Context: an optimization exercise on an open-source flow, tuned for small area, a short achievable clock period and few clock cycles per item. The choices shown serve that exercise and are no tape-out recipe. Where RTL was checked, it was by simulation tests only, not by an equivalence proof against the original. For run 2, only the layout was checked, not whether the RTL still works.

==> flow/design.v (outline; a module is shown in full before it is edited, if it fits) <==
// module chroma_fir_sum: 340 lines
// module chroma_fir_add: 8 lines
// module csc_lane_sum: 842 lines
// module csc_luma: 70 lines
// module csc_lane_clip: 17 lines
// module chroma_taps: 19 lines
// module yuv_to_rgb_top: 227 lines
module yuv_to_rgb_top (
	input logic Clock,
	input logic resetn,
	input logic in_valid,
	input csc_pkg::pixel_t in_y_even,
	input csc_pkg::pixel_t in_y_odd,
	input csc_pkg::pixel_t in_u,
	input csc_pkg::pixel_t in_v,
	output logic in_ready,
	output logic out_valid,
	output csc_pkg::word_t out_data,
	input logic out_credit
);
  // ...
==> flow/flow/run.sh <==
#!/bin/bash
# Own flow: the standard synthesis, then inverters around full adders removed
# (flow/fixinv.py, checked for equivalence with Yosys), then the standard
# layout with timing repair aiming past the clock period.
set -euo pipefail
MARGIN=5.8
R=orfs/results/sky130hd/yuv_to_rgb_top/base
bash standard.sh synth > synth.log 2>&1
cp $R/1_2_yosys.v yosys_before_fixinv.v.log
python3 flow/fixinv.py $R/1_2_yosys.v fixinv_out.v > fixinv.log 2>&1
LIB=$FLOW_HOME/platforms/sky130hd/lib/sky130_fd_sc_hd__tt_025C_1v80.lib
cat > fixinv_equiv.ys <<EOS
read_liberty -ignore_miss_func $LIB
read_verilog yosys_before_fixinv.v.log
rename $FLOW_TOP gold
read_verilog fixinv_out.v
rename $FLOW_TOP gate
hierarchy -check
flatten
rename -hide gold/w:_*
rename -hide gate/w:_*
async2sync
equiv_make gold gate eq
hierarchy -top eq
equiv_simple
equiv_induct
equiv_status -assert
EOS
if yosys -q -s fixinv_equiv.ys > fixinv_equiv.log 2>&1; then
  cp fixinv_out.v $R/1_2_yosys.v
  echo "fixinv: equivalent, netlist replaced" >> fixinv.log
else
  echo "fixinv: not proven equivalent, netlist kept" >> fixinv.log
fi
bash standard.sh SETUP_SLACK_MARGIN=$MARGIN "BUFFER_PORTS_ARGS=-buffer_cell sky130_fd_sc_hd__buf_4" finish > finish.log 2>&1
==> flow/flow/fixinv.py <==
#!/usr/bin/env python3
"""Removes inverters around full-adder cells in a flat gate-level netlist.

A full adder with every input inverted gives both outputs inverted:
FA(~a, ~b, ~c) = (~s, ~co). For each sky130 fa cell this pass weighs
flipping it: feed it the inverters' inputs instead of their outputs, and
invert its outputs (dropping inverters on their loads, or adding one where
a load needs the old polarity). A flip is made when it removes more
inverters than it adds. Registers and every other cell are left as they are.

usage: fixinv.py IN.v OUT.v
"""
import re
import sys

OUT_PINS = {"X", "Y", "Q", "Q_N", "SUM", "COUT", "HI", "LO"}
INV = "sky130_fd_sc_hd__inv_1"


def parse(path):
    lines = open(path).read().split("\n")
    head, cells, tail = [], {}, []
    order = []
    i = 0
    state = "head"
    cell_re = re.compile(r"^\s*(sky130_fd_sc_hd__\w+)\s+(\S+)\s*\($")
    pin_re = re.compile(r"^\s*\.(\w+)\((.*)\),?\s*$")
    while i < len(lines):
        ln = lines[i]
        m = cell_re.match(ln)
        if m:
            state = "cells"
            typ, name = m.group(1), m.group(2)
            pins = {}
            i += 1
            while not lines[i].strip().startswith(");"):
                pm = pin_re.match(lines[i])
                assert pm, lines[i]
                pins[pm.group(1)] = pm.group(2).strip()
                i += 1
            cells[name] = [typ, pins]
            order.append(name)
        elif ln.strip() == "endmodule":
            tail = lines[i:]
            break
        else:
            assert state == "head", ln
            head.append(ln)
        i += 1
    return head, cells, order, tail


def main(src, dst):
    head, cells, order, tail = parse(src)
    ports = set()
    for ln in head:
        m = re.match(r"^\s*(input|output)\s+(\[\d+:\d+\]\s+)?(\S+);", ln)
        if m:
            ports.add(m.group(3))

    def base(net):
        n = net.lstrip("\\").split("[")[0].strip()
        return n

    driver = {}
    loads = {}

    def rebuild():
        driver.clear()
        loads.clear()
        for name, (typ, pins) in cells.items():
            for p, n in pins.items():
                if p in OUT_PINS:
                    driver[n] = (name, p)
                else:
                    loads.setdefault(n, []).append((name, p))

    rebuild()
    newid = [0]
    new_wires = []

    def new_net():
        newid[0] += 1
        n = f"_fixinv_n{newid[0]}_"
        new_wires.append(n)
        return n

    def new_inv(a):
        y = new_net()
        newid[0] += 1
        name = f"_fixinv_c{newid[0]}_"
        cells[name] = [INV, {"A": a, "Y": y}]
        order.append(name)
        driver[y] = (name, "Y")
        loads.setdefault(a, []).append((name, "A"))
        return y

    def is_inv(name):
        t = cells[name][0]
        return "__inv_" in t or "__clkinv_" in t

    def special(net):
        return base(net) in ports or "'" in net

    def inv_of(net):
        # an existing inverter whose input is net
        for (c, p) in loads.get(net, []):
            if c in cells and is_inv(c) and p == "A" and not special(cells[c][1]["Y"]):
                return cells[c][1]["Y"]
        return None

    flips = 0
    removed = 0
    changed = True
    while changed:
        changed = False
        for name in list(order):
            if name not in cells:
                continue
            typ, pins = cells[name]
            if "__fa_" not in typ:
                continue
            ins = [pins["A"], pins["B"], pins["CIN"]]
            outs = [pins["SUM"], pins["COUT"]]
            if any(special(n) for n in ins + outs):
                continue
            gain = 0
            plan_in = []
            for pin in ("A", "B", "CIN"):
                x = pins[pin]
                d = driver.get(x)
                if d and is_inv(d[0]):
                    src = cells[d[0]][1]["A"]
                    solo = len(loads.get(x, [])) == 1
                    plan_in.append((pin, "src", src, d[0] if solo else None))
                    if solo:
                        gain += 1
                else:
                    e = inv_of(x)
                    plan_in.append((pin, "inv", x, e))
                    if e is None:
                        gain -= 1
            plan_out = []
            for pin in ("SUM", "COUT"):
                o = pins[pin]
                invl, other = [], []
                for (c, p) in loads.get(o, []):
                    if is_inv(c) and not special(cells[c][1]["Y"]):
                        invl.append(c)
                    else:
                        other.append((c, p))
                gain += len(invl)
                if other:
                    gain -= 1
                plan_out.append((pin, o, invl, other))
            if gain <= 0:
                continue
            # apply
            for pin, kind, x, extra in plan_in:
                if kind == "src":
                    pins[pin] = x
                    if extra is not None:
                        del cells[extra]
                        removed += 1
                else:
                    pins[pin] = extra if extra is not None else new_inv(x)
                rebuild()
            for pin, o, invl, other in plan_out:
                for j in invl:
                    oj = cells[j][1]["Y"]
                    for (c, p) in loads.get(oj, []):
                        cells[c][1][p] = o
                    del cells[j]
                    removed += 1
                rebuild()
                if other:
                    y = new_inv(o)
                    for (c, p) in other:
                        if c in cells:
                            cells[c][1][p] = y
                rebuild()
            flips += 1
            changed = True

    with open(dst, "w") as f:
        for ln in head:
            f.write(ln + "\n")
        for w in new_wires:
            f.write(f"  wire {w};\n")
        for name in order:
            if name not in cells:
                continue
            typ, pins = cells[name]
            f.write(f"  {typ} {name} (\n")
            items = list(pins.items())
            for k, (p, n) in enumerate(items):
                nn = n + " " if n.startswith("\\") else n
                f.write(f"    .{p}({nn}){',' if k + 1 < len(items) else ''}\n")
            f.write("  );\n")
        for ln in tail:
            f.write(ln + "\n")
    n_inv = sum(1 for c in cells.values() if "__inv_" in c[0] or "__clkinv_" in c[0])
    print(f"fixinv: {flips} adders flipped, inverters now {n_inv}, removed {removed}, added {newid[0] // 2}")


if __name__ == "__main__":
    main(sys.argv[1], sys.argv[2])
==> flow/standard.sh <==
#!/bin/bash
# synth_recipe.tcl (not shown) runs the flow's synth.tcl, then flattens the netlist and writes it again
# the make line also repeats each setting of config.mk as NAME=value (left out here)
make -C /OpenROAD-flow-scripts/flow DESIGN_CONFIG=/design/flow/config.mk WORK_HOME=/design/flow/orfs CLKGATE_MAP_FILE= SYNTH_SCRIPT=/design/flow/synth_recipe.tcl "${@:-finish}"
==> flow/config.mk <==
export PLATFORM = sky130hd
export DESIGN_NAME = yuv_to_rgb_top
export DESIGN_NICKNAME = yuv_to_rgb_top
export VERILOG_FILES = /design/flow/design.v
export SDC_FILE = /design/flow/constraint.sdc
export NUM_CORES = 4
export LEC_CHECK = 0
export CAP_MARGIN = 20
export CORE_MARGIN = 2
export CORE_UTILIZATION = 65
export CTS_BUF_LIST = sky130_fd_sc_hd__clkbuf_8
export CTS_CLUSTER_DIAMETER = 50
export CTS_CLUSTER_SIZE = 14
export SETUP_SLACK_MARGIN = 5
export SLEW_MARGIN = 20
==> flow/constraint.sdc <==
create_clock -name core_clock -period 9.0 [get_ports {Clock}]
set_input_delay 1.8000 -clock core_clock [delete_from_list [all_inputs] [get_ports {Clock}]]
set_output_delay 1.8000 -clock core_clock [all_outputs]
set_load 0.01 [all_outputs]
==> metrics.json, run 1 <==
{
  "post-cts-setup-buffer-count": 73,
  "syn_area_cell_um2": 10.85,
  "cpMostUsedCell": "sky130_fd_sc_hd__fa_1",
  "routed_wl_mm": 71.79,
  "vias_per_cell": 6.140,
  "core.rowCount": 74,
  "worst_hold_path_type": "flip-flop to flip-flop",
  "clock_sinks": 373,
  "finalMaxSlewViolations": 0,
  "layout.nets": 3104,
  "beginning_of_the_worst_hold_path": "oiss",
  "fp.coreArea_mm2": 0.04092,
  "clock_root_buffer_master": "sky130_fd_sc_hd__clkbuf_8",
  "cp.arrival_ps": 3750,
  "cts-root-to-sink-buffers": 3,
  "timing.reg2reg.setup_slack_ps": 5650,
  "top_level_ports": 54,
  "number_of_clock_buffers_in_the_layout": 46,
  "placedCellCount": 3006,
  "cts_made_buffers": 45,
  "outcome": "finished clean",
  "grt_pass1_wl_mm": 110.0,
  "per_cell_routed_wire_length_um": 22.51,
  "non_clock_buffer_count": 172,
  "area_delta_synth_final_pct": 11.84,
  "ant_nets": 0
}
Testbench counts, summed over its fixed seeds: cycles 4,680, pairs 1,536.
==> module csc_lane_clip, before the edit <==
module csc_lane_clip (
	input logic [22:0] pr,
	input logic [22:0] pg,
	input logic [22:0] pb,
	output logic [7:0] r,
	output logic [7:0] g,
	output logic [7:0] b
);
	function automatic logic [7:0] clip(input logic [22:0] p);
		logic [11:0] s;
		s = {p[22:12], 1'b1} + {p[11:1], p[0]};
		clip = s[11] ? 8'd0 : ((|s[10:9]) ? 8'd255 : s[8:1]);
	endfunction
	assign r = clip(pr);
	assign g = clip(pg);
	assign b = clip(pb);
endmodule
==> module yuv_to_rgb_top, before the edit <==
module yuv_to_rgb_top (
	input logic Clock,
	input logic resetn,
	input logic in_valid,
	input csc_pkg::pixel_t in_y_even,
	input csc_pkg::pixel_t in_y_odd,
	input csc_pkg::pixel_t in_u,
	input csc_pkg::pixel_t in_v,
	output logic in_ready,
	output logic out_valid,
	output csc_pkg::word_t out_data,
	input logic out_credit
);
	localparam logic [1:0] PA = 2'd0;
	localparam logic [1:0] PB = 2'd1;
	localparam logic [1:0] PC = 2'd2;
	localparam logic [1:0] T_NONE = 2'd0;
	localparam logic [1:0] T_EVEN = 2'd1;
	localparam logic [1:0] T_ODD = 2'd2;
	logic [3:0][7:0] s_ye;
	logic [3:0][7:0] s_yo;
	logic [3:0][7:0] s_u;
	logic [3:0][7:0] s_v;
	logic wpar;
	logic [1:0] widx;
	logic rpar;
	logic [3:0] ko;
	logic [3:0] kov;
	logic [1:0] rph;
	logic [2:0] cred;
	logic stall;
	logic [26:0] pre_u;
	logic [26:0] pre_v;
	logic [7:0] y_r;
	logic [18:0] fcs;
	logic [8:0] fu;
	logic oiss;
	logic [1:0] t1;
	logic [22:0] p1;
	logic [8:0] ub1;
	logic [8:0] vb1;
	logic [1:0] t2;
	logic [22:0] pr2;
	logic [22:0] pg2;
	logic [22:0] pb2;
	logic [7:0] bh;
	logic pend;
	logic v4;
	logic accept;
	logic start_ok;
	logic op_valid;
	logic go;
	logic [1:0] tag_r;
	logic wpar_n;
	logic [1:0] widx_n;
	logic rpar_n;
	logic [3:0] ko_n;
	logic [1:0] rph_n;
	logic [2:0] cred_n;
	logic v4_n;
	logic stall_n;
	logic stall_nc;
	logic free_n;
	logic [7:0] rd_y;
	logic [7:0] rd_u;
	logic [7:0] rd_v;
	logic [22:0] luma;
	logic [26:0] tap_u;
	logic [26:0] tap_v;
	logic [18:0] fir_cs;
	logic [8:0] fir_out;
	logic [22:0] lpr;
	logic [22:0] lpg;
	logic [22:0] lpb;
	logic [7:0] lr;
	logic [7:0] lg;
	logic [7:0] lb;
	assign accept = in_valid && in_ready;
	assign start_ok = !ko[0] || (wpar != rpar);
	assign op_valid = (rph != PA) || start_ok;
	assign go = op_valid && !stall;
	assign tag_r = oiss ? T_ODD : (go && rph == PC) ? T_EVEN : T_NONE;
	function automatic logic slot_free(input logic wp, input logic [1:0] wi, input logic st,
			input logic rp, input logic [3:0] k, input logic [1:0] ph);
		if (wp == rp)
			slot_free = 1'b1;
		else if (wi == 2'd0)
			slot_free = k[3] || (k[2] && (ph != PA || !st));
		else if (wi != 2'd3)
			slot_free = k[3] && (ph != PA || !st);
		else
			slot_free = k[3] && (ph == PC) && !st;
	endfunction
	always_comb begin
		wpar_n = wpar;
		widx_n = widx;
		if (accept) begin
			widx_n = widx + 2'd1;
			if (widx == 2'd3)
				wpar_n = !wpar;
		end
		rpar_n = rpar;
		ko_n = ko;
		rph_n = rph;
		if (go) begin
			case (rph)
				PA: rph_n = PB;
				PB: rph_n = PC;
				default: begin
					rph_n = PA;
					ko_n = {ko[2:0], ko[3]};
					if (ko[3])
						rpar_n = !rpar;
				end
			endcase
		end
		cred_n = cred - {2'd0, out_valid} + {2'd0, out_credit};
		v4_n = stall || (t2 != T_NONE) || pend;
		stall_nc = v4_n && (cred == {2'd0, out_valid});
		stall_n = stall_nc && !out_credit;
		case ({in_valid && in_ready, stall_n})
			2'b00: free_n = slot_free(wpar, widx, 1'b0, rpar_n, ko_n, rph_n);
			2'b01: free_n = slot_free(wpar, widx, 1'b1, rpar_n, ko_n, rph_n);
			2'b10: free_n = slot_free(wpar ^ (widx == 2'd3), widx + 2'd1, 1'b0, rpar_n, ko_n, rph_n);
			default: free_n = slot_free(wpar ^ (widx == 2'd3), widx + 2'd1, 1'b1, rpar_n, ko_n, rph_n);
		endcase
	end
	always_ff @(posedge Clock or negedge resetn) begin
		if (!resetn) begin
			wpar <= 1'b0;
			widx <= 2'd0;
			rpar <= 1'b0;
			ko <= 4'b0001;
			kov <= 4'b0001;
			rph <= PA;
			cred <= 3'(4);
			stall <= 1'b0;
			in_ready <= 1'b1;
			out_valid <= 1'b0;
			t1 <= T_NONE;
			t2 <= T_NONE;
			pend <= 1'b0;
			oiss <= 1'b0;
			v4 <= 1'b0;
		end else begin
			wpar <= wpar_n;
			widx <= widx_n;
			rpar <= rpar_n;
			ko <= ko_n;
			if (go && rph == PC)
				kov <= {kov[2:0], kov[3]};
			rph <= rph_n;
			cred <= cred_n;
			stall <= stall_n;
			in_ready <= free_n;
			out_valid <= v4_n && (cred_n != 3'd0);
			v4 <= v4_n;
			if (!stall) begin
				t1 <= tag_r;
				t2 <= t1;
				pend <= (t2 == T_ODD);
				oiss <= go && rph == PC;
			end
		end
	end
	chroma_taps u_taps_u (.k(ko), .c(s_u), .pre(tap_u));
	chroma_taps u_taps_v (.k(kov), .c(s_v), .pre(tap_v));
	always_comb begin
		rd_y = '0;
		rd_u = '0;
		rd_v = '0;
		for (int j = 0; j < 4; j++) begin
			rd_y |= {8{ko[j]}} & ((rph == PB) ? s_ye[j] : s_yo[j]);
			rd_u |= {8{ko[j]}} & s_u[j];
			rd_v |= {8{ko[j]}} & s_v[j];
		end
	end
	csc_luma u_luma (.y(y_r), .p(luma));
	chroma_fir_sum u_fir_sum (.pre(pre_u), .cs(fir_cs));
	chroma_fir_add u_fir_add (.cs(fcs), .fb(fir_out));
	csc_lane_sum u_sum (.p(p1), .ub(ub1), .vb(vb1), .pr(lpr), .pg(lpg), .pb(lpb));
	csc_lane_clip u_clip (.pr(pr2), .pg(pg2), .pb(pb2), .r(lr), .g(lg), .b(lb));
	always_ff @(posedge Clock) begin
		if (in_ready) begin
			s_ye[widx] <= in_y_even;
			s_yo[widx] <= in_y_odd;
			s_u[widx] <= in_u;
			s_v[widx] <= in_v;
		end
		if (go && rph == PA) begin
			pre_u <= tap_u;
			pre_v <= tap_v;
		end
		if (go && rph == PB)
			pre_u <= pre_v;
		if (go && rph != PA)
			y_r <= rd_y;
		if (go && rph != PA)
			fcs <= fir_cs;
		if (go && rph == PC) begin
			fu <= fir_out;
			p1 <= luma;
			ub1 <= {rd_u[7], !rd_u[7], rd_u[6:0]};
			vb1 <= {rd_v[7], !rd_v[7], rd_v[6:0]};
		end
		if (oiss && !stall) begin
			p1 <= luma;
			ub1 <= fu;
			vb1 <= fir_out;
		end
		if (!stall) begin
			if (t1 != T_NONE) begin
				pr2 <= lpr;
				pg2 <= lpg;
				pb2 <= lpb;
			end
			if (t2 == T_EVEN) begin
				out_data <= {lr, lg};
				bh <= lb;
			end else if (t2 == T_ODD) begin
				out_data <= {bh, lr};
			end else if (pend) begin
				out_data <= {lg, lb};
			end
		end
	end
endmodule
==> run 2: changes to the inputs <==
--- a/flow/design.v
+++ b/flow/design.v
@@ -609,21 +609,143 @@
 	assign tr_120 = tr_76 ^ tr_75 ^ ~vb[8];
 	assign tr_121 = (tr_76 & tr_75) | (~vb[8] & (tr_76 | tr_75));
 	assign tr_122 = vb[7] ^ tr_77 ^ ~p[22];
 	assign tr_123 = (vb[7] & tr_77) | (~p[22] & (vb[7] | tr_77));
 	assign tr_124 = vb[8] ^ p[22];
 	assign tr_125 = vb[8] & p[22];
 	logic [26:0] ra;
 	logic [26:0] rb;
-	logic [16:0] rlo;
 	assign ra = {1'b1, tr_124, tr_122, tr_120, tr_118, tr_116, tr_114, tr_112, ~tr_110, ~tr_108, ~tr_106, tr_104, tr_102, tr_100, tr_98, tr_96, tr_94, tr_92, tr_90, tr_88, tr_86, tr_84, tr_82, tr_80, ~vb[2], ~vb[1], 1'b1};
 	assign rb = {tr_125, tr_123, tr_121, tr_119, tr_117, tr_115, tr_113, ~tr_111, ~tr_109, ~tr_107, tr_105, tr_103, tr_101, tr_99, tr_97, tr_95, tr_93, tr_91, tr_89, tr_87, tr_85, tr_83, tr_81, tr_79, tr_78, 1'b0, ~vb[0]};
-	assign rlo = {1'b0, ra[15:0]} + {1'b0, rb[15:0]};
-	assign pr = {ra[26:16], rb[26:16], rlo[16]};
+	logic cr_0;
+	logic cr_1;
+	logic cr_2;
+	logic cr_3;
+	logic cr_4;
+	logic cr_5;
+	logic cr_6;
+	logic cr_7;
+	logic cr_8;
+	logic cr_9;
+	logic cr_10;
+	logic cr_11;
+	logic cr_12;
+	logic cr_13;
+	logic cr_14;
+	logic cr_15;
+	logic cr_16;
+	logic cr_17;
+	logic cr_18;
+	logic cr_19;
+	logic cr_20;
+	logic cr_21;
+	logic cr_22;
+	logic cr_23;
+	logic cr_24;
+	logic cr_25;
+	logic cr_26;
+	logic cr_27;
+	logic cr_28;
+	logic cr_29;
+	logic cr_30;
+	logic cr_31;
+	logic cr_32;
+	logic cr_33;
+	logic cr_34;
+	logic cr_35;
+	logic cr_36;
+	logic cr_37;
+	logic cr_38;
+	logic cr_39;
+	logic cr_40;
+	logic cr_41;
+	logic cr_42;
+	logic cr_43;
+	logic cr_44;
+	logic cr_45;
+	logic cr_46;
+	logic cr_47;
+	logic cr_48;
+	logic cr_49;
+	logic cr_50;
+	logic cr_51;
+	logic cr_52;
+	logic cr_53;
+	logic cr_54;
+	logic cr_55;
+	logic cr_56;
+	logic cr_57;
+	logic cr_58;
+	logic cr_59;
+	logic cr_60;
+	logic cr_61;
+	assign cr_0 = ra[0] & rb[0];
+	assign cr_1 = ra[1] & rb[1];
+	assign cr_2 = ra[2] & rb[2];
+	assign cr_3 = ra[3] & rb[3];
+	assign cr_4 = ra[4] & rb[4];
+	assign cr_5 = ra[5] & rb[5];
+	assign cr_6 = ra[6] & rb[6];
+	assign cr_7 = ra[7] & rb[7];
+	assign cr_8 = ra[8] & rb[8];
+	assign cr_9 = ra[9] & rb[9];
+	assign cr_10 = ra[10] & rb[10];
+	assign cr_11 = ra[11] & rb[11];
+	assign cr_12 = ra[12] & rb[12];
+	assign cr_13 = ra[13] & rb[13];
+	assign cr_14 = ra[14] & rb[14];
+	assign cr_15 = ra[15] & rb[15];
+	assign cr_16 = ra[0] | rb[0];
+	assign cr_17 = ra[1] | rb[1];
+	assign cr_18 = ra[2] | rb[2];
+	assign cr_19 = ra[3] | rb[3];
+	assign cr_20 = ra[4] | rb[4];
+	assign cr_21 = ra[5] | rb[5];
+	assign cr_22 = ra[6] | rb[6];
+	assign cr_23 = ra[7] | rb[7];
+	assign cr_24 = ra[8] | rb[8];
+	assign cr_25 = ra[9] | rb[9];
+	assign cr_26 = ra[10] | rb[10];
+	assign cr_27 = ra[11] | rb[11];
+	assign cr_28 = ra[12] | rb[12];
+	assign cr_29 = ra[13] | rb[13];
+	assign cr_30 = ra[14] | rb[14];
+	assign cr_31 = ra[15] | rb[15];
+	assign cr_32 = cr_1 | (cr_17 & cr_0);
+	assign cr_33 = cr_17 & cr_16;
+	assign cr_34 = cr_3 | (cr_19 & cr_2);
+	assign cr_35 = cr_19 & cr_18;
+	assign cr_36 = cr_5 | (cr_21 & cr_4);
+	assign cr_37 = cr_21 & cr_20;
+	assign cr_38 = cr_7 | (cr_23 & cr_6);
+	assign cr_39 = cr_23 & cr_22;
+	assign cr_40 = cr_9 | (cr_25 & cr_8);
+	assign cr_41 = cr_25 & cr_24;
+	assign cr_42 = cr_11 | (cr_27 & cr_10);
+	assign cr_43 = cr_27 & cr_26;
+	assign cr_44 = cr_13 | (cr_29 & cr_12);
+	assign cr_45 = cr_29 & cr_28;
+	assign cr_46 = cr_15 | (cr_31 & cr_14);
+	assign cr_47 = cr_31 & cr_30;
+	assign cr_48 = cr_34 | (cr_35 & cr_32);
+	assign cr_49 = cr_35 & cr_33;
+	assign cr_50 = cr_38 | (cr_39 & cr_36);
+	assign cr_51 = cr_39 & cr_37;
+	assign cr_52 = cr_42 | (cr_43 & cr_40);
+	assign cr_53 = cr_43 & cr_41;
+	assign cr_54 = cr_46 | (cr_47 & cr_44);
+	assign cr_55 = cr_47 & cr_45;
+	assign cr_56 = cr_50 | (cr_51 & cr_48);
+	assign cr_57 = cr_51 & cr_49;
+	assign cr_58 = cr_54 | (cr_55 & cr_52);
+	assign cr_59 = cr_55 & cr_53;
+	assign cr_60 = cr_58 | (cr_59 & cr_56);
+	assign cr_61 = cr_59 & cr_57;
+	assign pr = {ra[26:16], rb[26:16], cr_60};
 	logic tg_0;
 	logic tg_1;
 	logic tg_2;
 	logic tg_3;
 	logic tg_4;
 	logic tg_5;
 	logic tg_6;
 	logic tg_7;
@@ -964,21 +1086,143 @@
 	assign tg_168 = ~tg_123 ^ tg_83 ^ tg_124;
 	assign tg_169 = (~tg_123 & tg_83) | (tg_124 & (~tg_123 | tg_83));
 	assign tg_170 = tg_87 ^ tg_126 ^ tg_125;
 	assign tg_171 = (tg_87 & tg_126) | (tg_125 & (tg_87 | tg_126));
 	assign tg_172 = vb[8] ^ tg_128 ^ tg_127;
 	assign tg_173 = (vb[8] & tg_128) | (tg_127 & (vb[8] | tg_128));
 	logic [26:0] ga;
 	logic [26:0] gb;
-	logic [16:0] glo;
 	assign ga = {1'b1, tg_129, ~tg_172, ~tg_170, ~tg_168, ~tg_166, ~tg_164, ~tg_162, ~tg_160, ~tg_158, tg_156, ~tg_154, ~tg_152, ~tg_150, ~tg_148, ~tg_146, tg_144, ~tg_142, ~tg_140, tg_138, tg_136, ~tg_134, tg_132, ~vb[3], p[0], ~vb[1], 1'b1};
 	assign gb = {1'b0, ~tg_173, ~tg_171, ~tg_169, ~tg_167, ~tg_165, ~tg_163, ~tg_161, ~tg_159, tg_157, ~tg_155, ~tg_153, ~tg_151, ~tg_149, ~tg_147, tg_145, ~tg_143, ~tg_141, tg_139, tg_137, ~tg_135, tg_133, tg_131, tg_130, ~vb[2], 1'b0, ~vb[0]};
-	assign glo = {1'b0, ga[15:0]} + {1'b0, gb[15:0]};
-	assign pg = {ga[26:16], gb[26:16], glo[16]};
+	logic cg_0;
+	logic cg_1;
+	logic cg_2;
+	logic cg_3;
+	logic cg_4;
+	logic cg_5;
+	logic cg_6;
+	logic cg_7;
+	logic cg_8;
+	logic cg_9;
+	logic cg_10;
+	logic cg_11;
+	logic cg_12;
+	logic cg_13;
+	logic cg_14;
+	logic cg_15;
+	logic cg_16;
+	logic cg_17;
+	logic cg_18;
+	logic cg_19;
+	logic cg_20;
+	logic cg_21;
+	logic cg_22;
+	logic cg_23;
+	logic cg_24;
+	logic cg_25;
+	logic cg_26;
+	logic cg_27;
+	logic cg_28;
+	logic cg_29;
+	logic cg_30;
+	logic cg_31;
+	logic cg_32;
+	logic cg_33;
+	logic cg_34;
+	logic cg_35;
+	logic cg_36;
+	logic cg_37;
+	logic cg_38;
+	logic cg_39;
+	logic cg_40;
+	logic cg_41;
+	logic cg_42;
+	logic cg_43;
+	logic cg_44;
+	logic cg_45;
+	logic cg_46;
+	logic cg_47;
+	logic cg_48;
+	logic cg_49;
+	logic cg_50;
+	logic cg_51;
+	logic cg_52;
+	logic cg_53;
+	logic cg_54;
+	logic cg_55;
+	logic cg_56;
+	logic cg_57;
+	logic cg_58;
+	logic cg_59;
+	logic cg_60;
+	logic cg_61;
+	assign cg_0 = ga[0] & gb[0];
+	assign cg_1 = ga[1] & gb[1];
+	assign cg_2 = ga[2] & gb[2];
+	assign cg_3 = ga[3] & gb[3];
+	assign cg_4 = ga[4] & gb[4];
+	assign cg_5 = ga[5] & gb[5];
+	assign cg_6 = ga[6] & gb[6];
+	assign cg_7 = ga[7] & gb[7];
+	assign cg_8 = ga[8] & gb[8];
+	assign cg_9 = ga[9] & gb[9];
+	assign cg_10 = ga[10] & gb[10];
+	assign cg_11 = ga[11] & gb[11];
+	assign cg_12 = ga[12] & gb[12];
+	assign cg_13 = ga[13] & gb[13];
+	assign cg_14 = ga[14] & gb[14];
+	assign cg_15 = ga[15] & gb[15];
+	assign cg_16 = ga[0] | gb[0];
+	assign cg_17 = ga[1] | gb[1];
+	assign cg_18 = ga[2] | gb[2];
+	assign cg_19 = ga[3] | gb[3];
+	assign cg_20 = ga[4] | gb[4];
+	assign cg_21 = ga[5] | gb[5];
+	assign cg_22 = ga[6] | gb[6];
+	assign cg_23 = ga[7] | gb[7];
+	assign cg_24 = ga[8] | gb[8];
+	assign cg_25 = ga[9] | gb[9];
+	assign cg_26 = ga[10] | gb[10];
+	assign cg_27 = ga[11] | gb[11];
+	assign cg_28 = ga[12] | gb[12];
+	assign cg_29 = ga[13] | gb[13];
+	assign cg_30 = ga[14] | gb[14];
+	assign cg_31 = ga[15] | gb[15];
+	assign cg_32 = cg_1 | (cg_17 & cg_0);
+	assign cg_33 = cg_17 & cg_16;
+	assign cg_34 = cg_3 | (cg_19 & cg_2);
+	assign cg_35 = cg_19 & cg_18;
+	assign cg_36 = cg_5 | (cg_21 & cg_4);
+	assign cg_37 = cg_21 & cg_20;
+	assign cg_38 = cg_7 | (cg_23 & cg_6);
+	assign cg_39 = cg_23 & cg_22;
+	assign cg_40 = cg_9 | (cg_25 & cg_8);
+	assign cg_41 = cg_25 & cg_24;
+	assign cg_42 = cg_11 | (cg_27 & cg_10);
+	assign cg_43 = cg_27 & cg_26;
+	assign cg_44 = cg_13 | (cg_29 & cg_12);
+	assign cg_45 = cg_29 & cg_28;
+	assign cg_46 = cg_15 | (cg_31 & cg_14);
+	assign cg_47 = cg_31 & cg_30;
+	assign cg_48 = cg_34 | (cg_35 & cg_32);
+	assign cg_49 = cg_35 & cg_33;
+	assign cg_50 = cg_38 | (cg_39 & cg_36);
+	assign cg_51 = cg_39 & cg_37;
+	assign cg_52 = cg_42 | (cg_43 & cg_40);
+	assign cg_53 = cg_43 & cg_41;
+	assign cg_54 = cg_46 | (cg_47 & cg_44);
+	assign cg_55 = cg_47 & cg_45;
+	assign cg_56 = cg_50 | (cg_51 & cg_48);
+	assign cg_57 = cg_51 & cg_49;
+	assign cg_58 = cg_54 | (cg_55 & cg_52);
+	assign cg_59 = cg_55 & cg_53;
+	assign cg_60 = cg_58 | (cg_59 & cg_56);
+	assign cg_61 = cg_59 & cg_57;
+	assign pg = {ga[26:16], gb[26:16], cg_60};
 	logic tb_0;
 	logic tb_1;
 	logic tb_2;
 	logic tb_3;
 	logic tb_4;
 	logic tb_5;
 	logic tb_6;
 	logic tb_7;
@@ -1183,21 +1427,143 @@
 	assign tb_100 = p[20] ^ ub[5];
 	assign tb_101 = p[20] | ub[5];
 	assign tb_102 = p[21] ^ ub[6];
 	assign tb_103 = p[21] | ub[6];
 	assign tb_104 = p[22] ^ ub[7];
 	assign tb_105 = p[22] | ub[7];
 	logic [26:0] ba;
 	logic [26:0] bb;
-	logic [16:0] blo;
 	assign ba = {1'b1, ub[8], ~tb_104, ~tb_102, ~tb_100, ~tb_98, tb_96, tb_94, tb_92, tb_90, tb_88, tb_86, tb_84, tb_82, tb_80, tb_78, tb_76, ~tb_74, ~tb_72, ~tb_70, ~tb_68, tb_66, ~tb_64, ~tb_62, ~p[0], ~ub[1], 1'b1};
 	assign bb = {1'b0, tb_105, tb_103, tb_101, tb_99, tb_97, tb_95, tb_93, tb_91, tb_89, tb_87, tb_85, tb_83, tb_81, tb_79, tb_77, ~tb_75, ~tb_73, ~tb_71, ~tb_69, tb_67, ~tb_65, ~tb_63, ~tb_61, tb_60, 1'b0, ~ub[0]};
-	assign blo = {1'b0, ba[15:0]} + {1'b0, bb[15:0]};
-	assign pb = {ba[26:16], bb[26:16], blo[16]};
+	logic cb_0;
+	logic cb_1;
+	logic cb_2;
+	logic cb_3;
+	logic cb_4;
+	logic cb_5;
+	logic cb_6;
+	logic cb_7;
+	logic cb_8;
+	logic cb_9;
+	logic cb_10;
+	logic cb_11;
+	logic cb_12;
+	logic cb_13;
+	logic cb_14;
+	logic cb_15;
+	logic cb_16;
+	logic cb_17;
+	logic cb_18;
+	logic cb_19;
+	logic cb_20;
+	logic cb_21;
+	logic cb_22;
+	logic cb_23;
+	logic cb_24;
+	logic cb_25;
+	logic cb_26;
+	logic cb_27;
+	logic cb_28;
+	logic cb_29;
+	logic cb_30;
+	logic cb_31;
+	logic cb_32;
+	logic cb_33;
+	logic cb_34;
+	logic cb_35;
+	logic cb_36;
+	logic cb_37;
+	logic cb_38;
+	logic cb_39;
+	logic cb_40;
+	logic cb_41;
+	logic cb_42;
+	logic cb_43;
+	logic cb_44;
+	logic cb_45;
+	logic cb_46;
+	logic cb_47;
+	logic cb_48;
+	logic cb_49;
+	logic cb_50;
+	logic cb_51;
+	logic cb_52;
+	logic cb_53;
+	logic cb_54;
+	logic cb_55;
+	logic cb_56;
+	logic cb_57;
+	logic cb_58;
+	logic cb_59;
+	logic cb_60;
+	logic cb_61;
+	assign cb_0 = ba[0] & bb[0];
+	assign cb_1 = ba[1] & bb[1];
+	assign cb_2 = ba[2] & bb[2];
+	assign cb_3 = ba[3] & bb[3];
+	assign cb_4 = ba[4] & bb[4];
+	assign cb_5 = ba[5] & bb[5];
+	assign cb_6 = ba[6] & bb[6];
+	assign cb_7 = ba[7] & bb[7];
+	assign cb_8 = ba[8] & bb[8];
+	assign cb_9 = ba[9] & bb[9];
+	assign cb_10 = ba[10] & bb[10];
+	assign cb_11 = ba[11] & bb[11];
+	assign cb_12 = ba[12] & bb[12];
+	assign cb_13 = ba[13] & bb[13];
+	assign cb_14 = ba[14] & bb[14];
+	assign cb_15 = ba[15] & bb[15];
+	assign cb_16 = ba[0] | bb[0];
+	assign cb_17 = ba[1] | bb[1];
+	assign cb_18 = ba[2] | bb[2];
+	assign cb_19 = ba[3] | bb[3];
+	assign cb_20 = ba[4] | bb[4];
+	assign cb_21 = ba[5] | bb[5];
+	assign cb_22 = ba[6] | bb[6];
+	assign cb_23 = ba[7] | bb[7];
+	assign cb_24 = ba[8] | bb[8];
+	assign cb_25 = ba[9] | bb[9];
+	assign cb_26 = ba[10] | bb[10];
+	assign cb_27 = ba[11] | bb[11];
+	assign cb_28 = ba[12] | bb[12];
+	assign cb_29 = ba[13] | bb[13];
+	assign cb_30 = ba[14] | bb[14];
+	assign cb_31 = ba[15] | bb[15];
+	assign cb_32 = cb_1 | (cb_17 & cb_0);
+	assign cb_33 = cb_17 & cb_16;
+	assign cb_34 = cb_3 | (cb_19 & cb_2);
+	assign cb_35 = cb_19 & cb_18;
+	assign cb_36 = cb_5 | (cb_21 & cb_4);
+	assign cb_37 = cb_21 & cb_20;
+	assign cb_38 = cb_7 | (cb_23 & cb_6);
+	assign cb_39 = cb_23 & cb_22;
+	assign cb_40 = cb_9 | (cb_25 & cb_8);
+	assign cb_41 = cb_25 & cb_24;
+	assign cb_42 = cb_11 | (cb_27 & cb_10);
+	assign cb_43 = cb_27 & cb_26;
+	assign cb_44 = cb_13 | (cb_29 & cb_12);
+	assign cb_45 = cb_29 & cb_28;
+	assign cb_46 = cb_15 | (cb_31 & cb_14);
+	assign cb_47 = cb_31 & cb_30;
+	assign cb_48 = cb_34 | (cb_35 & cb_32);
+	assign cb_49 = cb_35 & cb_33;
+	assign cb_50 = cb_38 | (cb_39 & cb_36);
+	assign cb_51 = cb_39 & cb_37;
+	assign cb_52 = cb_42 | (cb_43 & cb_40);
+	assign cb_53 = cb_43 & cb_41;
+	assign cb_54 = cb_46 | (cb_47 & cb_44);
+	assign cb_55 = cb_47 & cb_45;
+	assign cb_56 = cb_50 | (cb_51 & cb_48);
+	assign cb_57 = cb_51 & cb_49;
+	assign cb_58 = cb_54 | (cb_55 & cb_52);
+	assign cb_59 = cb_55 & cb_53;
+	assign cb_60 = cb_58 | (cb_59 & cb_56);
+	assign cb_61 = cb_59 & cb_57;
+	assign pb = {ba[26:16], bb[26:16], cb_60};
 endmodule
 module csc_luma (
 	input logic [7:0] y,
 	output logic [22:0] p
 );
 	logic tl_0;
 	logic tl_1;
 	logic tl_2;
@@ -1267,24 +1633,409 @@
 module csc_lane_clip (
 	input logic [22:0] pr,
 	input logic [22:0] pg,
 	input logic [22:0] pb,
 	output logic [7:0] r,
 	output logic [7:0] g,
 	output logic [7:0] b
 );
-	function automatic logic [7:0] clip(input logic [22:0] p);
-		logic [11:0] s;
-		s = {p[22:12], 1'b1} + {p[11:1], p[0]};
-		clip = s[11] ? 8'd0 : ((|s[10:9]) ? 8'd255 : s[8:1]);
-	endfunction
-	assign r = clip(pr);
-	assign g = clip(pg);
-	assign b = clip(pb);
+	logic [10:0] sr;
+	logic [10:0] sg;
+	logic [10:0] sb;
+	logic kr_0;
+	logic kr_1;
+	logic kr_2;
+	logic kr_3;
+	logic kr_4;
+	logic kr_5;
+	logic kr_6;
+	logic kr_7;
+	logic kr_8;
+	logic kr_9;
+	logic kr_10;
+	logic kr_11;
+	logic kr_12;
+	logic kr_13;
+	logic kr_14;
+	logic kr_15;
+	logic kr_16;
+	logic kr_17;
+	logic kr_18;
+	logic kr_19;
+	logic kr_20;
+	logic kr_21;
+	logic kr_22;
+	logic kr_23;
+	logic kr_24;
+	logic kr_25;
+	logic kr_26;
+	logic kr_27;
+	logic kr_28;
+	logic kr_29;
+	logic kr_30;
+	logic kr_31;
+	logic kr_32;
+	logic kr_33;
+	logic kr_34;
+	logic kr_35;
+	logic kr_36;
+	logic kr_37;
+	logic kr_38;
+	logic kr_39;
+	logic kr_40;
+	logic kr_41;
+	logic kr_42;
+	logic kr_43;
+	logic kr_44;
+	logic kr_45;
+	logic kr_46;
+	logic kr_47;
+	logic kr_48;
+	logic kr_49;
+	logic kr_50;
+	logic kr_51;
+	logic kr_52;
+	logic kr_53;
+	logic kr_54;
+	logic kr_55;
+	logic kr_56;
+	logic kr_57;
+	logic kr_58;
+	logic kr_59;
+	logic kr_60;
+	logic kr_61;
+	logic kr_62;
+	logic kr_63;
+	assign kr_0 = pr[12] & pr[1];
+	assign kr_1 = pr[13] & pr[2];
+	assign kr_2 = pr[14] & pr[3];
+	assign kr_3 = pr[15] & pr[4];
+	assign kr_4 = pr[16] & pr[5];
+	assign kr_5 = pr[17] & pr[6];
+	assign kr_6 = pr[18] & pr[7];
+	assign kr_7 = pr[19] & pr[8];
+	assign kr_8 = pr[20] & pr[9];
+	assign kr_9 = pr[21] & pr[10];
+	assign kr_10 = pr[22] & pr[11];
+	assign kr_11 = pr[12] ^ pr[1];
+	assign kr_12 = pr[13] ^ pr[2];
+	assign kr_13 = pr[14] ^ pr[3];
+	assign kr_14 = pr[15] ^ pr[4];
+	assign kr_15 = pr[16] ^ pr[5];
+	assign kr_16 = pr[17] ^ pr[6];
+	assign kr_17 = pr[18] ^ pr[7];
+	assign kr_18 = pr[19] ^ pr[8];
+	assign kr_19 = pr[20] ^ pr[9];
+	assign kr_20 = pr[21] ^ pr[10];
+	assign kr_21 = pr[22] ^ pr[11];
+	assign kr_22 = kr_0 | (kr_11 & pr[0]);
+	assign kr_23 = kr_1 | (kr_12 & kr_22);
+	assign kr_24 = kr_12 & kr_11;
+	assign kr_25 = kr_3 | (kr_14 & kr_2);
+	assign kr_26 = kr_14 & kr_13;
+	assign kr_27 = kr_5 | (kr_16 & kr_4);
+	assign kr_28 = kr_16 & kr_15;
+	assign kr_29 = kr_7 | (kr_18 & kr_6);
+	assign kr_30 = kr_18 & kr_17;
+	assign kr_31 = kr_9 | (kr_20 & kr_8);
+	assign kr_32 = kr_20 & kr_19;
+	assign kr_33 = kr_25 | (kr_26 & kr_23);
+	assign kr_34 = kr_26 & kr_24;
+	assign kr_35 = kr_29 | (kr_30 & kr_27);
+	assign kr_36 = kr_30 & kr_28;
+	assign kr_37 = kr_35 | (kr_36 & kr_33);
+	assign kr_38 = kr_36 & kr_34;
+	assign kr_39 = kr_27 | (kr_28 & kr_33);
+	assign kr_40 = kr_28 & kr_34;
+	assign kr_41 = kr_31 | (kr_32 & kr_37);
+	assign kr_42 = kr_32 & kr_38;
+	assign kr_43 = kr_2 | (kr_13 & kr_23);
+	assign kr_44 = kr_13 & kr_24;
+	assign kr_45 = kr_4 | (kr_15 & kr_33);
+	assign kr_46 = kr_15 & kr_34;
+	assign kr_47 = kr_6 | (kr_17 & kr_39);
+	assign kr_48 = kr_17 & kr_40;
+	assign kr_49 = kr_8 | (kr_19 & kr_37);
+	assign kr_50 = kr_19 & kr_38;
+	assign kr_51 = kr_10 | (kr_21 & kr_41);
+	assign kr_52 = kr_21 & kr_42;
+	assign kr_53 = kr_11 ^ pr[0];
+	assign kr_54 = kr_12 ^ kr_22;
+	assign kr_55 = kr_13 ^ kr_23;
+	assign kr_56 = kr_14 ^ kr_43;
+	assign kr_57 = kr_15 ^ kr_33;
+	assign kr_58 = kr_16 ^ kr_45;
+	assign kr_59 = kr_17 ^ kr_39;
+	assign kr_60 = kr_18 ^ kr_47;
+	assign kr_61 = kr_19 ^ kr_37;
+	assign kr_62 = kr_20 ^ kr_49;
+	assign kr_63 = kr_21 ^ kr_41;
+	assign sr = {kr_63, kr_62, kr_61, kr_60, kr_59, kr_58, kr_57, kr_56, kr_55, kr_54, kr_53};
+	logic kg_0;
+	logic kg_1;
+	logic kg_2;
+	logic kg_3;
+	logic kg_4;
+	logic kg_5;
+	logic kg_6;
+	logic kg_7;
+	logic kg_8;
+	logic kg_9;
+	logic kg_10;
+	logic kg_11;
+	logic kg_12;
+	logic kg_13;
+	logic kg_14;
+	logic kg_15;
+	logic kg_16;
+	logic kg_17;
+	logic kg_18;
+	logic kg_19;
+	logic kg_20;
+	logic kg_21;
+	logic kg_22;
+	logic kg_23;
+	logic kg_24;
+	logic kg_25;
+	logic kg_26;
+	logic kg_27;
+	logic kg_28;
+	logic kg_29;
+	logic kg_30;
+	logic kg_31;
+	logic kg_32;
+	logic kg_33;
+	logic kg_34;
+	logic kg_35;
+	logic kg_36;
+	logic kg_37;
+	logic kg_38;
+	logic kg_39;
+	logic kg_40;
+	logic kg_41;
+	logic kg_42;
+	logic kg_43;
+	logic kg_44;
+	logic kg_45;
+	logic kg_46;
+	logic kg_47;
+	logic kg_48;
+	logic kg_49;
+	logic kg_50;
+	logic kg_51;
+	logic kg_52;
+	logic kg_53;
+	logic kg_54;
+	logic kg_55;
+	logic kg_56;
+	logic kg_57;
+	logic kg_58;
+	logic kg_59;
+	logic kg_60;
+	logic kg_61;
+	logic kg_62;
+	logic kg_63;
+	assign kg_0 = pg[12] & pg[1];
+	assign kg_1 = pg[13] & pg[2];
+	assign kg_2 = pg[14] & pg[3];
+	assign kg_3 = pg[15] & pg[4];
+	assign kg_4 = pg[16] & pg[5];
+	assign kg_5 = pg[17] & pg[6];
+	assign kg_6 = pg[18] & pg[7];
+	assign kg_7 = pg[19] & pg[8];
+	assign kg_8 = pg[20] & pg[9];
+	assign kg_9 = pg[21] & pg[10];
+	assign kg_10 = pg[22] & pg[11];
+	assign kg_11 = pg[12] ^ pg[1];
+	assign kg_12 = pg[13] ^ pg[2];
+	assign kg_13 = pg[14] ^ pg[3];
+	assign kg_14 = pg[15] ^ pg[4];
+	assign kg_15 = pg[16] ^ pg[5];
+	assign kg_16 = pg[17] ^ pg[6];
+	assign kg_17 = pg[18] ^ pg[7];
+	assign kg_18 = pg[19] ^ pg[8];
+	assign kg_19 = pg[20] ^ pg[9];
+	assign kg_20 = pg[21] ^ pg[10];
+	assign kg_21 = pg[22] ^ pg[11];
+	assign kg_22 = kg_0 | (kg_11 & pg[0]);
+	assign kg_23 = kg_1 | (kg_12 & kg_22);
+	assign kg_24 = kg_12 & kg_11;
+	assign kg_25 = kg_3 | (kg_14 & kg_2);
+	assign kg_26 = kg_14 & kg_13;
+	assign kg_27 = kg_5 | (kg_16 & kg_4);
+	assign kg_28 = kg_16 & kg_15;
+	assign kg_29 = kg_7 | (kg_18 & kg_6);
+	assign kg_30 = kg_18 & kg_17;
+	assign kg_31 = kg_9 | (kg_20 & kg_8);
+	assign kg_32 = kg_20 & kg_19;
+	assign kg_33 = kg_25 | (kg_26 & kg_23);
+	assign kg_34 = kg_26 & kg_24;
+	assign kg_35 = kg_29 | (kg_30 & kg_27);
+	assign kg_36 = kg_30 & kg_28;
+	assign kg_37 = kg_35 | (kg_36 & kg_33);
+	assign kg_38 = kg_36 & kg_34;
+	assign kg_39 = kg_27 | (kg_28 & kg_33);
+	assign kg_40 = kg_28 & kg_34;
+	assign kg_41 = kg_31 | (kg_32 & kg_37);
+	assign kg_42 = kg_32 & kg_38;
+	assign kg_43 = kg_2 | (kg_13 & kg_23);
+	assign kg_44 = kg_13 & kg_24;
+	assign kg_45 = kg_4 | (kg_15 & kg_33);
+	assign kg_46 = kg_15 & kg_34;
+	assign kg_47 = kg_6 | (kg_17 & kg_39);
+	assign kg_48 = kg_17 & kg_40;
+	assign kg_49 = kg_8 | (kg_19 & kg_37);
+	assign kg_50 = kg_19 & kg_38;
+	assign kg_51 = kg_10 | (kg_21 & kg_41);
+	assign kg_52 = kg_21 & kg_42;
+	assign kg_53 = kg_11 ^ pg[0];
+	assign kg_54 = kg_12 ^ kg_22;
+	assign kg_55 = kg_13 ^ kg_23;
+	assign kg_56 = kg_14 ^ kg_43;
+	assign kg_57 = kg_15 ^ kg_33;
+	assign kg_58 = kg_16 ^ kg_45;
+	assign kg_59 = kg_17 ^ kg_39;
+	assign kg_60 = kg_18 ^ kg_47;
+	assign kg_61 = kg_19 ^ kg_37;
+	assign kg_62 = kg_20 ^ kg_49;
+	assign kg_63 = kg_21 ^ kg_41;
+	assign sg = {kg_63, kg_62, kg_61, kg_60, kg_59, kg_58, kg_57, kg_56, kg_55, kg_54, kg_53};
+	logic kb_0;
+	logic kb_1;
+	logic kb_2;
+	logic kb_3;
+	logic kb_4;
+	logic kb_5;
+	logic kb_6;
+	logic kb_7;
+	logic kb_8;
+	logic kb_9;
+	logic kb_10;
+	logic kb_11;
+	logic kb_12;
+	logic kb_13;
+	logic kb_14;
+	logic kb_15;
+	logic kb_16;
+	logic kb_17;
+	logic kb_18;
+	logic kb_19;
+	logic kb_20;
+	logic kb_21;
+	logic kb_22;
+	logic kb_23;
+	logic kb_24;
+	logic kb_25;
+	logic kb_26;
+	logic kb_27;
+	logic kb_28;
+	logic kb_29;
+	logic kb_30;
+	logic kb_31;
+	logic kb_32;
+	logic kb_33;
+	logic kb_34;
+	logic kb_35;
+	logic kb_36;
+	logic kb_37;
+	logic kb_38;
+	logic kb_39;
+	logic kb_40;
+	logic kb_41;
+	logic kb_42;
+	logic kb_43;
+	logic kb_44;
+	logic kb_45;
+	logic kb_46;
+	logic kb_47;
+	logic kb_48;
+	logic kb_49;
+	logic kb_50;
+	logic kb_51;
+	logic kb_52;
+	logic kb_53;
+	logic kb_54;
+	logic kb_55;
+	logic kb_56;
+	logic kb_57;
+	logic kb_58;
+	logic kb_59;
+	logic kb_60;
+	logic kb_61;
+	logic kb_62;
+	logic kb_63;
+	assign kb_0 = pb[12] & pb[1];
+	assign kb_1 = pb[13] & pb[2];
+	assign kb_2 = pb[14] & pb[3];
+	assign kb_3 = pb[15] & pb[4];
+	assign kb_4 = pb[16] & pb[5];
+	assign kb_5 = pb[17] & pb[6];
+	assign kb_6 = pb[18] & pb[7];
+	assign kb_7 = pb[19] & pb[8];
+	assign kb_8 = pb[20] & pb[9];
+	assign kb_9 = pb[21] & pb[10];
+	assign kb_10 = pb[22] & pb[11];
+	assign kb_11 = pb[12] ^ pb[1];
+	assign kb_12 = pb[13] ^ pb[2];
+	assign kb_13 = pb[14] ^ pb[3];
+	assign kb_14 = pb[15] ^ pb[4];
+	assign kb_15 = pb[16] ^ pb[5];
+	assign kb_16 = pb[17] ^ pb[6];
+	assign kb_17 = pb[18] ^ pb[7];
+	assign kb_18 = pb[19] ^ pb[8];
+	assign kb_19 = pb[20] ^ pb[9];
+	assign kb_20 = pb[21] ^ pb[10];
+	assign kb_21 = pb[22] ^ pb[11];
+	assign kb_22 = kb_0 | (kb_11 & pb[0]);
+	assign kb_23 = kb_1 | (kb_12 & kb_22);
+	assign kb_24 = kb_12 & kb_11;
+	assign kb_25 = kb_3 | (kb_14 & kb_2);
+	assign kb_26 = kb_14 & kb_13;
+	assign kb_27 = kb_5 | (kb_16 & kb_4);
+	assign kb_28 = kb_16 & kb_15;
+	assign kb_29 = kb_7 | (kb_18 & kb_6);
+	assign kb_30 = kb_18 & kb_17;
+	assign kb_31 = kb_9 | (kb_20 & kb_8);
+	assign kb_32 = kb_20 & kb_19;
+	assign kb_33 = kb_25 | (kb_26 & kb_23);
+	assign kb_34 = kb_26 & kb_24;
+	assign kb_35 = kb_29 | (kb_30 & kb_27);
+	assign kb_36 = kb_30 & kb_28;
+	assign kb_37 = kb_35 | (kb_36 & kb_33);
+	assign kb_38 = kb_36 & kb_34;
+	assign kb_39 = kb_27 | (kb_28 & kb_33);
+	assign kb_40 = kb_28 & kb_34;
+	assign kb_41 = kb_31 | (kb_32 & kb_37);
+	assign kb_42 = kb_32 & kb_38;
+	assign kb_43 = kb_2 | (kb_13 & kb_23);
+	assign kb_44 = kb_13 & kb_24;
+	assign kb_45 = kb_4 | (kb_15 & kb_33);
+	assign kb_46 = kb_15 & kb_34;
+	assign kb_47 = kb_6 | (kb_17 & kb_39);
+	assign kb_48 = kb_17 & kb_40;
+	assign kb_49 = kb_8 | (kb_19 & kb_37);
+	assign kb_50 = kb_19 & kb_38;
+	assign kb_51 = kb_10 | (kb_21 & kb_41);
+	assign kb_52 = kb_21 & kb_42;
+	assign kb_53 = kb_11 ^ pb[0];
+	assign kb_54 = kb_12 ^ kb_22;
+	assign kb_55 = kb_13 ^ kb_23;
+	assign kb_56 = kb_14 ^ kb_43;
+	assign kb_57 = kb_15 ^ kb_33;
+	assign kb_58 = kb_16 ^ kb_45;
+	assign kb_59 = kb_17 ^ kb_39;
+	assign kb_60 = kb_18 ^ kb_47;
+	assign kb_61 = kb_19 ^ kb_37;
+	assign kb_62 = kb_20 ^ kb_49;
+	assign kb_63 = kb_21 ^ kb_41;
+	assign sb = {kb_63, kb_62, kb_61, kb_60, kb_59, kb_58, kb_57, kb_56, kb_55, kb_54, kb_53};
+	assign r = sr[10] ? 8'd0 : ((|sr[9:8]) ? 8'd255 : sr[7:0]);
+	assign g = sg[10] ? 8'd0 : ((|sg[9:8]) ? 8'd255 : sg[7:0]);
+	assign b = sb[10] ? 8'd0 : ((|sb[9:8]) ? 8'd255 : sb[7:0]);
 endmodule
 `timescale 1ns/1ns
 module chroma_taps (
 	input logic [3:0] k,
 	input logic [3:0][7:0] c,
 	output logic [26:0] pre
 );
 	logic [7:0] t0;
@@ -1330,16 +2081,17 @@
 	logic rpar;
 	logic [3:0] ko;
 	logic [3:0] kov;
 	logic [1:0] rph;
 	logic [2:0] cred;
 	logic stall;
 	logic [26:0] pre_u;
 	logic [26:0] pre_v;
+	logic fsel_v;
 	logic [7:0] y_r;
 	logic [18:0] fcs;
 	logic [8:0] fu;
 	logic oiss;
 	logic [1:0] t1;
 	logic [22:0] p1;
 	logic [8:0] ub1;
 	logic [8:0] vb1;
@@ -1475,33 +2227,33 @@
 		rd_v = '0;
 		for (int j = 0; j < 4; j++) begin
 			rd_y |= {8{ko[j]}} & ((rph == PB) ? s_ye[j] : s_yo[j]);
 			rd_u |= {8{ko[j]}} & s_u[j];
 			rd_v |= {8{ko[j]}} & s_v[j];
 		end
 	end
 	csc_luma u_luma (.y(y_r), .p(luma));
-	chroma_fir_sum u_fir_sum (.pre(pre_u), .cs(fir_cs));
+	chroma_fir_sum u_fir_sum (.pre(fsel_v ? pre_v : pre_u), .cs(fir_cs));
 	chroma_fir_add u_fir_add (.cs(fcs), .fb(fir_out));
 	csc_lane_sum u_sum (.p(p1), .ub(ub1), .vb(vb1), .pr(lpr), .pg(lpg), .pb(lpb));
 	csc_lane_clip u_clip (.pr(pr2), .pg(pg2), .pb(pb2), .r(lr), .g(lg), .b(lb));
 	always_ff @(posedge Clock) begin
 		if (in_ready) begin
 			s_ye[widx] <= in_y_even;
 			s_yo[widx] <= in_y_odd;
 			s_u[widx] <= in_u;
 			s_v[widx] <= in_v;
 		end
 		if (go && rph == PA) begin
 			pre_u <= tap_u;
 			pre_v <= tap_v;
 		end
-		if (go && rph == PB)
-			pre_u <= pre_v;
+		if (!stall)
+			fsel_v <= (rph_n == PC);
 		if (go && rph != PA)
 			y_r <= rd_y;
 		if (go && rph != PA)
 			fcs <= fir_cs;
 		if (go && rph == PC) begin
 			fu <= fir_out;
 			p1 <= luma;
 			ub1 <= {rd_u[7], !rd_u[7], rd_u[6:0]};
--- a/flow/flow/run.sh
+++ b/flow/flow/run.sh
@@ -1,14 +1,14 @@
 #!/bin/bash
 # Own flow: the standard synthesis, then inverters around full adders removed
 # (flow/fixinv.py, checked for equivalence with Yosys), then the standard
 # layout with timing repair aiming past the clock period.
 set -euo pipefail
-MARGIN=5.8
+MARGIN=5.6
 R=orfs/results/sky130hd/yuv_to_rgb_top/base
 bash standard.sh synth > synth.log 2>&1
 cp $R/1_2_yosys.v yosys_before_fixinv.v.log
 python3 flow/fixinv.py $R/1_2_yosys.v fixinv_out.v > fixinv.log 2>&1
 LIB=$FLOW_HOME/platforms/sky130hd/lib/sky130_fd_sc_hd__tt_025C_1v80.lib
 cat > fixinv_equiv.ys <<EOS
 read_liberty -ignore_miss_func $LIB
 read_verilog yosys_before_fixinv.v.log
==> flow/config.mk (replaced) <==
export PLATFORM = sky130hd
export DESIGN_NAME = yuv_to_rgb_top
export DESIGN_NICKNAME = yuv_to_rgb_top
export VERILOG_FILES = /design/flow/design.v
export SDC_FILE = /design/flow/constraint.sdc
export NUM_CORES = 4
export LEC_CHECK = 0
export CAP_MARGIN = 20
export CORE_MARGIN = 2
export CORE_UTILIZATION = 55
export SETUP_SLACK_MARGIN = 5
export SLEW_MARGIN = 20
==> run 2 against run 1 <==
Net effect: worst hold slack worse by 18 ps; still clean on timing, DRC and antenna; worst setup slack worse by 340 ps; utilization down 10 points; clock skew down 19 ps.
==> metrics.json, run 2 <==
{
  "outcome": {"value": "finished clean", "change": "unchanged"},
  "portBuffers": {"value": 53, "change": "unchanged"},
  "worst_skew_pair.late_latency": {"value": 590, "unit": "ps", "change": "was 680 ps"},
  "cts_made_buffers": {"value": 43, "change": "was 45"},
  "post-route-period-util": {"value": 41.03, "unit": "%", "change": "was 37.23%"},
  "setup-tns-final": {"value": 0, "unit": "ps", "change": "unchanged"},
  "vias_per_cell": {"value": 5.729, "change": "was 6.140"},
  "fp.coreArea": {"value": 0.04765, "unit": "mm²", "change": "was 0.04092 mm²"},
  "mostFrequentLayoutCell": {"value": "sky130_fd_sc_hd__inv_1", "change": "unchanged"},
  "hold_depth": {"value": 1, "change": "unchanged"},
  "place_worst_setup_slack": {"value": 5070, "unit": "ps", "change": "was 5268 ps"},
  "layout_common_cells": {"value": "389 x sky130_fd_sc_hd__inv_1, 348 x sky130_fd_sc_hd__edfxtp_1, 271 x sky130_fd_sc_hd__nand2_1", "change": "was 351 x sky130_fd_sc_hd__inv_1, 347 x sky130_fd_sc_hd__edfxtp_1, 280 x sky130_fd_sc_hd__nand2_1"},
  "finalWeightedCongestion": {"value": 0.9046, "change": "was 0.9577"},
  "clock_sinks": {"value": 374, "change": "was 373"},
  "worst_hold_path_type": {"value": "flip-flop to flip-flop", "change": "unchanged"},
  "top_level_ports": {"value": 54, "change": "unchanged"},
  "post_dp_cell_area": {"value": 0.02766, "unit": "mm²", "change": "was 0.02804 mm²"},
  "routed_wl": {"value": 69.72, "unit": "mm", "change": "was 71.79 mm"},
  "cts.clk_slew.worst_paths": {"value": 60, "unit": "ps", "change": "was 90 ps"},
  "max_transition_margin": {"value": 36.46, "unit": "%", "change": "was 31.25%"},
  "timing_hold_violations_final": {"value": 0, "change": "unchanged"},
  "diodes": {"value": 0, "change": "was 2"},
  "topRoutingLayerUsed": {"value": "met4", "change": "was met5"},
  "drt_pass1_iterations": {"value": 9, "change": "unchanged"},
  "syn_area_cell": {"value": 11.04, "unit": "µm²", "change": "was 10.85 µm²"},
  "vias": {"value": 18212, "change": "was 19579"},
  "first_iter_violations": {"value": 2017, "change": "was 2150"},
  "grt_max_degree": {"value": 68, "change": "was 80"},
  "met2_length": {"value": 30.89, "unit": "mm", "change": "was 34.64 mm"},
  "mappedNetlistNets": {"value": 2849, "change": "was 2975"},
  "setup.worst_path.class": {"value": "flip-flop to flip-flop", "change": "unchanged"},
  "drc": {"value": 0, "change": "unchanged"},
  "core.rowCount": {"value": 80, "change": "was 74"},
  "first_global_vias": {"value": 18203, "change": "was 19862"},
  "fp.dieW": {"value": 223.4, "unit": "µm", "change": "was 208.0 µm"},
  "period_needed": {"value": 3692, "unit": "ps", "change": "was 3351 ps"},
  "wirelength_met1": {"value": 31.10, "unit": "mm", "change": "was 27.12 mm"},
  "grt_pass1_wl": {"value": 106.9, "unit": "mm", "change": "was 110.0 mm"},
  "finish.instance_area": {"value": 0.03034, "unit": "mm²", "change": "was 0.03024 mm²"},
  "per_cell_routed_wire_length": {"value": 21.93, "unit": "µm", "change": "was 22.51 µm"},
  "rr_worst_depth": {"value": 12, "change": "was 8"},
  "dpl.hpwl": {"value": 51.84, "unit": "mm", "change": "was 50.38 mm"},
  "htree_levels": {"value": 2, "change": "unchanged"},
  "layout_setup_ws": {"value": 5308, "unit": "ps", "change": "was 5649 ps"},
  "max_fanout_on_critical_path": {"value": 6, "change": "was 3"},
  "cp.arrival": {"value": 4010, "unit": "ps", "change": "was 3750 ps"},
  "report.final.setup_viol": {"value": 0, "change": "unchanged"},
  "unrepaired_setup_endpoints_after_global_routing": {"value": "true", "change": "unchanged"},
  "cts-root-to-sink-buffers": {"value": 3, "change": "unchanged"},
  "floorplan.initialDensity": {"value": 55.57, "unit": "%", "change": "was 66.07%"},
  "die-area": {"value": 0.04991, "unit": "mm²", "change": "was 0.04325 mm²"},
  "filler_cell_count": {"value": 3793, "change": "was 2918"},
  "aggregate_global_route_resource_usage": {"value": 28.41, "unit": "%", "change": "was 33.31%"},
  "drv_cap": {"value": 0, "change": "unchanged"},
  "layout.nets": {"value": 2981, "change": "was 3104"},
  "finalMaxSlewViolations": {"value": 0, "change": "unchanged"},
  "met3WireLength": {"value": 6.193, "unit": "mm", "change": "was 5.774 mm"},
  "final_layout_size_suffix_gt1_share": {"value": 14.98, "unit": "%", "change": "was 15.07%"},
  "floorplan.die.height": {"value": 223.4, "unit": "µm", "change": "was 208.0 µm"},
  "critPathRequiredTime": {"value": 9320, "unit": "ps", "change": "was 9400 ps"},
  "tightest_slew": {"value": 946.2, "unit": "ps", "change": "was 1031 ps"},
  "endpoint_kind": {"value": "flip-flop", "change": "unchanged"},
  "ant_nets": {"value": 0, "change": "unchanged"},
  "initial_antenna_violation_count": {"value": 0, "change": "was 3"},
  "clock_root_buffer_master": {"value": "sky130_fd_sc_hd__clkbuf_16", "change": "was sky130_fd_sc_hd__clkbuf_8"},
  "area_delta_synth_final": {"value": 14.59, "unit": "%", "change": "was 11.84%"},
  "grt_overflow": {"value": 0, "change": "unchanged"},
  "synthesis.instances": {"value": 2398, "change": "was 2491"},
  "timing.fmax": {"value": 270.8, "unit": "MHz", "change": "was 298.5 MHz"},
  "synthesis.area": {"value": 0.02648, "unit": "mm²", "change": "was 0.02704 mm²"},
  "tritoncts": {"value": "yes", "change": "unchanged"},
  "final.setup_skew": {"value": 30.15, "unit": "ps", "change": "was 49.48 ps"},
  "yosysWarnings": {"value": 2, "change": "was 3"},
  "cp-start-kind": {"value": "flip-flop", "change": "unchanged"}
}
==> run 2: through the flow <==
stage          hold slack [ps]  cells  utilization [%]
2_1_floorplan            468.6   2398                -
5_1_grt                  534.0   3179            63.68
4_1_cts                  518.4   3155            62.94
3_3_place_gp             499.6   3006            58.06
3_5_place_dp             506.0   3006            58.06
6_report                 513.7   3179            63.68
==> run 2: cell type report <==
class                           count  area (µm²)  share of cell area (%)
Tap cell                          615       769.5                   2.536
Multi-Input combinational cell   1519       14000                   46.14
Clock inverter                     20       244.0                  0.8042
Timing Repair Buffer              171        1418                   4.672
Inverter                          421        1613                   5.316
Sequential cell                   374       11120                   36.65
Clock buffer                       59        1176                   3.876
==> run 2: worst paths after layout <==
check                                to     from  slack, ps
max in group asynchronous       cred[2]   resetn       7520
worst min-delay path            cred[2]  cred[2]        510
worst max-delay path             fcs[0]   fsel_v       5310
worst min register to register  cred[2]  cred[2]        510
min in group asynchronous        kov[1]   resetn       1150
worst max register to register   fcs[0]   fsel_v       5310
==> run 2: routing by layer <==
metal	up-vias	GRT usage (%)
li1	8456	-
met1	8941	42.00
met2	700	42.58
met3	115	6.598
met4	0	7.226
met5	-	0
==> run 2: repair_timing <==
action,in CTS,in global routing
resized for setup,84,54
gates cloned,2,0
hold buffers,0,0
endpoints found under the setup margin,48,36
buffers inserted,68,24
pin swaps,24,32
==> run 2: worst max-delay path, cell delays in order (launching register included) <==
cell                       delay [ps]
sky130_fd_sc_hd__edfxtp_1         400
sky130_fd_sc_hd__buf_6            170
sky130_fd_sc_hd__buf_12           140
sky130_fd_sc_hd__mux2_4           310
sky130_fd_sc_hd__fa_1             550
sky130_fd_sc_hd__fa_1             450
sky130_fd_sc_hd__fa_1             530
sky130_fd_sc_hd__fa_1             440
sky130_fd_sc_hd__inv_2             80
sky130_fd_sc_hd__nor2_2            40
sky130_fd_sc_hd__a21oi_1          110
sky130_fd_sc_hd__o211ai_1         100
sky130_fd_sc_hd__o211a_1          120

-- port drivers added, routing unchanged --
How much do the figures lean on ideal ports? The routed layouts below were timed once more, with nothing changed but the port constraints. Step 1: set_driving_cell puts a clkbuf_16 on Clock and a buf_2 on each other input, an assumption about the parent block. Step 2 adds t to the input delays and takes it off the output delays; t is the mean of the earliest and latest rising clock arrival at the registers after step 1. Input paths then give back, and output paths get back, about the clock's delay inside the block. Three values: no drivers, after step 1, after step 2; two values: the first two.
| run | t (ns) | setup WS [ns] | worst setup path at the end | worst register clock-pin slew, ns |
|---|---|---|---|---|
| run 1 | 0.707 | 5.649 / 5.649 / 5.649 | register to register | 0.09 / 0.09 |
| run 2 | 0.631 | 5.308 / 5.308 / 5.308 | register to register | 0.06 / 0.06 |
After both steps setup and hold are still met in every run listed.
